From an optimization exercise on the open Yosys and OpenROAD flow, aimed at small area and a short achievable clock period; shortcuts taken in it are not production practice. Where RTL was checked, it was by simulation tests only, not by an equivalence proof against the original. Power is estimated from default activity; no workload was simulated.

==> flow/design.v (excerpt) <==
module tdm_mac_top (
  input  logic               clk,
  input  logic               rst,
  input  logic               ce,
  input  logic               in_valid,
  input  logic [1:0]         in_ch,
  input  logic [1:0]         mode,
  input  logic signed [17:0] a,
  input  logic signed [17:0] b,
  input  logic signed [17:0] d,
  input  logic [7:0]         acc_len,
  output logic               out_valid,
  output logic [1:0]         out_ch,
  output logic signed [39:0] p,
  output logic               ovf
);
  dsp_tdm_mac u_mac (
    .clk(clk), .rst(rst), .ce(ce), .in_valid(in_valid), .in_ch(in_ch), .mode(mode),
    .a(a), .b(b), .d(d), .acc_len(acc_len),
    .out_valid(out_valid), .out_ch(out_ch), .p(p), .ovf(ovf)
  );
endmodule
export LEC_CHECK = 0
export CAP_MARGIN = 20
export CORE_MARGIN = 2
export CORE_UTILIZATION = 40
export SETUP_SLACK_MARGIN = 4.5
export SLEW_MARGIN = 20
export TNS_END_PERCENT = 5
create_clock -name core_clock -period 8.2 [get_ports {clk}]
standard.sh (not shown) runs the stock make flow with config.mk's settings and CLKGATE_MAP_FILE= SYNTH_SCRIPT=/design/flow/synth_recipe.tcl, a recipe that flattens the netlist after the stock synthesis.
==> flow/flow/run.sh <==
#!/bin/bash
# Own flow: the standard layout (standard.sh) with two changes that only
# save cell area:
#  * the input and output ports are buffered with the smallest buffer cell,
#    sky130_fd_sc_hd__buf_1 (the resizer still resizes them where needed);
#  * clock tree synthesis uses sky130_fd_sc_hd__clkbuf_8 with sink clusters of
#    at most 16 flip-flops, and inserts no dummy loads.
# The tool output goes to standard_flow.log here (and ORFS's own logs under
# orfs/logs/).
set -euo pipefail
bash standard.sh \
  "BUFFER_PORTS_ARGS=-buffer_cell sky130_fd_sc_hd__buf_1" \
  "CTS_ARGS=-sink_clustering_enable -repair_clock_nets -dont_use_dummy_load -buf_list sky130_fd_sc_hd__clkbuf_8 -sink_clustering_size 16 -sink_clustering_max_diameter 45" \
  finish > standard_flow.log 2>&1
The starting point ran to the end with no violations.
Then changed:
==> flow/run.sh (new file) <==
#!/bin/bash
# synth_recipe.tcl (not shown) runs the flow's synth.tcl, then flattens the netlist and writes it again
# the make line also repeats each setting of config.mk as NAME=value (left out here)
make -C /OpenROAD-flow-scripts/flow DESIGN_CONFIG=/design/flow/config.mk WORK_HOME=/design/flow/orfs CLKGATE_MAP_FILE= SYNTH_SCRIPT=/design/flow/synth_recipe.tcl finish
SETUP_SLACK_MARGIN = 4.8   (was 4.5)
TNS_END_PERCENT = unset   (was 5)
removed: flow/flow/run.sh
removed: flow/standard.sh
Final area is higher by 20%.
Routed wire length increases by 14%.
Total power came out higher by 17%.
Synthesized cell count stays the same.
Setup slack loses 0.14 ns.
Sequential power decreases by about 1%.

run 1:
tdm_mac_top again, from the RTL that the note above started with.
==> flow/config.mk <==
export PLATFORM = sky130hd
export DESIGN_NAME = tdm_mac_top
export DESIGN_NICKNAME = tdm_mac_top
export VERILOG_FILES = /design/flow/design.v
export SDC_FILE = /design/flow/constraint.sdc
export NUM_CORES = 4
export LEC_CHECK = 0
export CAP_MARGIN = 20
export CORE_MARGIN = 2
export CORE_UTILIZATION = 60
export SETUP_SLACK_MARGIN = 4.3
export SLEW_MARGIN = 20
==> flow/constraint.sdc <==
create_clock -name core_clock -period 8.2 [get_ports {clk}]
set_input_delay 1.6400 -clock core_clock [delete_from_list [all_inputs] [get_ports {clk}]]
set_output_delay 1.6400 -clock core_clock [all_outputs]
set_load 0.01 [all_outputs]
==> flow/flow/run.sh <==
#!/bin/bash
# Own flow: the standard layout (standard.sh) with two changes that only
# save cell area:
#  * the input and output ports are buffered with the smallest buffer cell,
#    sky130_fd_sc_hd__buf_1 (the resizer still resizes them where needed);
#  * clock tree synthesis uses sky130_fd_sc_hd__clkbuf_8 with sink clusters of
#    at most 16 flip-flops, and inserts no dummy loads.
# The tool output goes to standard_flow.log here (and ORFS's own logs under
# orfs/logs/).
set -euo pipefail
bash standard.sh \
  "BUFFER_PORTS_ARGS=-buffer_cell sky130_fd_sc_hd__buf_1" \
  "CTS_ARGS=-sink_clustering_enable -repair_clock_nets -dont_use_dummy_load -buf_list sky130_fd_sc_hd__clkbuf_8 -sink_clustering_size 16 -sink_clustering_max_diameter 45" \
  finish > standard_flow.log 2>&1
Run 1 has completed all stages; timing, DRC and antenna checks passed.
Modified inputs, run 2 compared to run 1
- a change of CORE_UTILIZATION from 60 to 40
==> flow/flow/run.sh <==
#!/bin/bash
# Own flow: the standard layout (standard.sh) with two changes that only
# save cell area:
#  * the input and output ports are buffered with the smallest buffer cell,
#    sky130_fd_sc_hd__buf_1 (the resizer still resizes them where needed);
#  * clock tree synthesis uses sky130_fd_sc_hd__clkbuf_4 and _8 with sink clusters of
#    at most 10 flip-flops, and inserts no dummy loads.
# The tool output goes to standard_flow.log here (and ORFS's own logs under
# orfs/logs/).
set -euo pipefail
bash standard.sh \
  "BUFFER_PORTS_ARGS=-buffer_cell sky130_fd_sc_hd__buf_1" \
  "CTS_ARGS=-sink_clustering_enable -repair_clock_nets -dont_use_dummy_load -buf_list {sky130_fd_sc_hd__clkbuf_4 sky130_fd_sc_hd__clkbuf_8} -sink_clustering_size 10 -sink_clustering_max_diameter 35" \
  finish > standard_flow.log 2>&1
### Flow results
Of run 1 and run 2, the run reporting the lower worst hold slack after final layout was run 1.
Delta (run 2 minus run 1): total number of placement rows went up by 23%; horizontal die dimension increased 48 um; critical path depth saw a decrease.
The core of run 2 is less densely filled than that of run 1.
For run 3, these inputs were changed with respect to run 2:
- TNS_END_PERCENT now 5, previously not set
==> flow/flow/run.sh <==
#!/bin/bash
# Own flow: the standard layout (standard.sh) with two changes that only
# save cell area:
#  * the input and output ports are buffered with the smallest buffer cell,
#    sky130_fd_sc_hd__buf_1 (the resizer still resizes them where needed);
#  * clock tree synthesis uses sky130_fd_sc_hd__clkbuf_8 with sink clusters of
#    at most 16 flip-flops, and inserts no dummy loads.
# The tool output goes to standard_flow.log here (and ORFS's own logs under
# orfs/logs/).
set -euo pipefail
bash standard.sh \
  "BUFFER_PORTS_ARGS=-buffer_cell sky130_fd_sc_hd__buf_1" \
  "CTS_ARGS=-sink_clustering_enable -repair_clock_nets -dont_use_dummy_load -buf_list sky130_fd_sc_hd__clkbuf_8 -sink_clustering_size 16 -sink_clustering_max_diameter 45" \
  finish > standard_flow.log 2>&1
[summary]
- Run 2 → run 3: final critical delay including setup and external delays increased 0.0056 ns; final count of pins violating max slew closely matched the old numbers.
- Aggregate routed wire length: run 3 < run 2
- Worst stage delay on the critical path (higher): run 2
- After synthesis and placement, the instance count of run 3 is below that of run 2.
- met1 global-route usage is lower on run 2
- Run 3 against run 2: count of plain and timing-repair buffers now smaller, proportion of power drawn by combinational gates shows an increase of 1.3 points, routed length on met1 shrank by about 0.7%, highest achievable clock rate stayed essentially flat, synthesized area roughly the same.
[inputs] run 4 vs run 3
- removing TNS_END_PERCENT (formerly 5)
Findings:
- Run 4 ended with every stage complete and zero timing, DRC or antenna violations.
- In the tables for run 4 and run 3, buffer share of cell area reads lower with run 3.
- On initial antenna violation count, run 4 and run 3 are neck and neck.
- Compared to run 3, run 4 leaves less free space in the core.
- Changes observed in run 4 relative to run 3: worst setup slack rose 0.061 ns, register share of total power shows a reduction of 0.4 points.
- The total grt overflow was comparable across run 4 and run 3.
- Internal power of the cells up 0.057 mW in run 4 wrt run 3
- Run 4 against run 3: number of cells produced by synthesis saw little to no change; transition time of the tightest slew-check pin went down by 0.0051 ns.

tdm_mac_top, a different RTL version from the one above (not shown whole).
Size in the first run: about 2,400 cells after synthesis, roughly 110 I/O pins.
==> flow/design.v (excerpt) <==
module tdm_mac_top (
  input  logic               clk,
  input  logic               rst,
  input  logic               ce,
  input  logic               in_valid,
  input  logic [1:0]         in_ch,
  input  logic [1:0]         mode,
  input  logic signed [17:0] a,
  input  logic signed [17:0] b,
  input  logic signed [17:0] d,
  input  logic [7:0]         acc_len,
  output logic               out_valid,
  output logic [1:0]         out_ch,
  output logic signed [39:0] p,
  output logic               ovf
);
export LEC_CHECK = 0
export CAP_MARGIN = 20
export CORE_MARGIN = 2
export CORE_UTILIZATION = 40
export SLEW_MARGIN = 20
create_clock -name core_clock -period 8.2 [get_ports {clk}]
run.sh (not shown) runs the stock make flow with config.mk's settings and CLKGATE_MAP_FILE= SYNTH_SCRIPT=/design/flow/synth_recipe.tcl, a recipe that flattens the netlist after the stock synthesis.
Stock flow here: none of the scripts above is used.
Edit:
SETUP_SLACK_MARGIN = 4.0   (was default)
Synthesized cell count does not change.
Via count rises by about 2.5%.
Final cell count is higher by 1.7%.
No run of this note included a check of the RTL's function; only the layout flow was run.

tdm_mac_top with an RTL version that a note above also has.
Size in the first run: roughly 2,500 cells after synthesis, about 110 I/O pins, ~0.027 mm² of cells after synthesis.
==> flow/config.mk <==
export PLATFORM = sky130hd
export DESIGN_NAME = tdm_mac_top
export DESIGN_NICKNAME = tdm_mac_top
export VERILOG_FILES = /design/flow/design.v
export SDC_FILE = /design/flow/constraint.sdc
export NUM_CORES = 4
export LEC_CHECK = 0
export CAP_MARGIN = 20
export CORE_MARGIN = 2
export CORE_UTILIZATION = 40
export SETUP_SLACK_MARGIN = 4.5
export SLEW_MARGIN = 20
==> flow/constraint.sdc <==
create_clock -name core_clock -period 8.2 [get_ports {clk}]
set_input_delay 1.6400 -clock core_clock [delete_from_list [all_inputs] [get_ports {clk}]]
set_output_delay 1.6400 -clock core_clock [all_outputs]
set_load 0.01 [all_outputs]
standard.sh (not shown) runs the stock make flow with config.mk's settings and CLKGATE_MAP_FILE= SYNTH_SCRIPT=/design/flow/synth_recipe.tcl, a recipe that flattens the netlist after the stock synthesis.
==> flow/flow/run.sh <==
#!/bin/bash
# Own flow: the standard layout (standard.sh) with two changes that only
# save cell area:
#  * the input and output ports are buffered with the smallest buffer cell,
#    sky130_fd_sc_hd__buf_1 (the resizer still resizes them where needed);
#  * clock tree synthesis uses sky130_fd_sc_hd__clkbuf_8 with sink clusters of
#    at most 16 flip-flops, and inserts no dummy loads.
# The tool output goes to standard_flow.log here (and ORFS's own logs under
# orfs/logs/).
set -euo pipefail
bash standard.sh \
  "BUFFER_PORTS_ARGS=-buffer_cell sky130_fd_sc_hd__buf_1" \
  "CTS_ARGS=-sink_clustering_enable -repair_clock_nets -dont_use_dummy_load -buf_list sky130_fd_sc_hd__clkbuf_8 -sink_clustering_size 16 -sink_clustering_max_diameter 45" \
  finish > standard_flow.log 2>&1
Next try:
==> flow/run.sh (new file) <==
#!/bin/bash
# synth_recipe.tcl (not shown) runs the flow's synth.tcl, then flattens the netlist and writes it again
# the make line also repeats each setting of config.mk as NAME=value (left out here)
make -C /OpenROAD-flow-scripts/flow DESIGN_CONFIG=/design/flow/config.mk WORK_HOME=/design/flow/orfs CLKGATE_MAP_FILE= SYNTH_SCRIPT=/design/flow/synth_recipe.tcl finish
--- a/flow/config.mk
+++ b/flow/config.mk
@@ -11 +11 @@
-export SETUP_SLACK_MARGIN = 4.5
+export SETUP_SLACK_MARGIN = 4.3
removed: flow/flow/run.sh
removed: flow/standard.sh
Utilization increases by 0.19 points.
Synthesized area is unchanged.
Combinational power decreases by 7.6%.
Cell count is lower by 1.5%.
Clock power rose by 61%.
Final area rises by 0.42%.
Setup slack is worse by 160 ps.
Routed wire length shrinks by 4.2%.
Critical path depth shrinks by 1.
Next try:
==> flow/flow/run.sh (new file) <==
#!/bin/bash
# Own flow: the standard layout (standard.sh), except that the input and
# output ports are buffered with the smallest buffer cell, sky130_fd_sc_hd__buf_1,
# instead of the resizer's default pick; the resizer still resizes these
# buffers later where timing or slew needs it.  The tool output goes to
# standard_flow.log here (and ORFS's own logs under orfs/logs/).
set -euo pipefail
bash standard.sh "BUFFER_PORTS_ARGS=-buffer_cell sky130_fd_sc_hd__buf_1" finish > standard_flow.log 2>&1
==> flow/standard.sh (new file) <==
#!/bin/bash
# synth_recipe.tcl (not shown) runs the flow's synth.tcl, then flattens the netlist and writes it again
# the make line also repeats each setting of config.mk as NAME=value (left out here)
make -C /OpenROAD-flow-scripts/flow DESIGN_CONFIG=/design/flow/config.mk WORK_HOME=/design/flow/orfs CLKGATE_MAP_FILE= SYNTH_SCRIPT=/design/flow/synth_recipe.tcl "${@:-finish}"
removed: flow/run.sh
Worst setup slack gains 49 ps.
First-iteration DRC count shrinks by roughly a tenth.
Synthesized cell count does not change.
Power is about the same.
Cell area shrinks by a few percent.
Clock power shrinks by a few percent.
Core utilization shrinks by 1.4 points.
Sequential share of layout area grows by 1.1 points.
Hold slack hardly moves.
Next try:
==> flow/run.sh (new file) <==
#!/bin/bash
# synth_recipe.tcl (not shown) runs the flow's synth.tcl, then flattens the netlist and writes it again
# the make line also repeats each setting of config.mk as NAME=value (left out here)
make -C /OpenROAD-flow-scripts/flow DESIGN_CONFIG=/design/flow/config.mk WORK_HOME=/design/flow/orfs CLKGATE_MAP_FILE= SYNTH_SCRIPT=/design/flow/synth_recipe.tcl finish
--- a/flow/config.mk
+++ b/flow/config.mk
@@ -10,0 +11,3 @@
+export CTS_BUF_LIST = sky130_fd_sc_hd__clkbuf_8
+export CTS_CLUSTER_DIAMETER = 45
+export CTS_CLUSTER_SIZE = 16
removed: flow/flow/run.sh
removed: flow/standard.sh
The changed run completed with no timing, DRC or antenna violations.
Sequential share of layout area went down by 0.93 points.
Total power fell by 2.9%.
Critical path depth increases by 6.
Cell area goes up by 2.5%.
Via count hardly moves.
Hold slack stays flat.
Core utilization increases by 1.1 points.
Routed wire length fell by 0.76%.
Sequential power is about the same.
Setup slack is worse by 130 ps.

-- afterwards: timing with drivers on the ports --
Ports are ideal in the flow. The routed layouts listed here were re-timed in OpenROAD.
Step 1 assumes that a clkbuf_16 drives the clock port and a buf_2 every other input.
Step 2 also shifts input and output timing later by t, the mid clock arrival at the registers, as if the neighbouring blocks saw the same clock.
Slacks: ideal ports / drivers / drivers and shift; pairs: ideal ports / drivers.
| run | t, ns | slack for setup (ns) | latest minus earliest clock arrival (ns) |
|---|---|---|---|
| the first run of note 1 | 0.660 | 4.476 / 4.476 / 3.871 | 0.112 / 0.112 |
| the second run of note 1 | 0.644 | 4.337 / 4.337 / 4.004 | 0.034 / 0.034 |
| run 1 | 0.670 | 4.391 / 4.391 / 3.792 | 0.106 / 0.105 |
| run 2 | 0.659 | 4.368 / 4.368 / 3.821 | 0.094 / 0.095 |
| run 3 | 0.658 | 4.363 / 4.363 / 3.765 | 0.110 / 0.110 |
| run 4 | 0.657 | 4.423 / 4.423 / 3.813 | 0.112 / 0.112 |
| the first run of note 3 | 0.614 | 3.557 / 3.557 / 3.011 | 0.018 / 0.018 |
| the second run of note 3 | 0.616 | 4.150 / 4.150 / 3.594 | 0.017 / 0.016 |
| the first run of note 4 | 0.673 | 4.502 / 4.502 / 3.970 | 0.116 / 0.116 |
| the second run of note 4 | 0.629 | 4.347 / 4.337 / 3.749 | 0.029 / 0.029 |
| the third run of note 4 | 0.623 | 4.396 / 4.396 / 3.856 | 0.024 / 0.023 |
| the fourth run of note 4 | 0.689 | 4.267 / 4.267 / 3.697 | 0.050 / 0.051 |
After both steps every run listed still meets setup and hold. The setup slack of run 4, which loses most, moves by 0.000 ns with the drivers and by -0.610 ns with both steps.
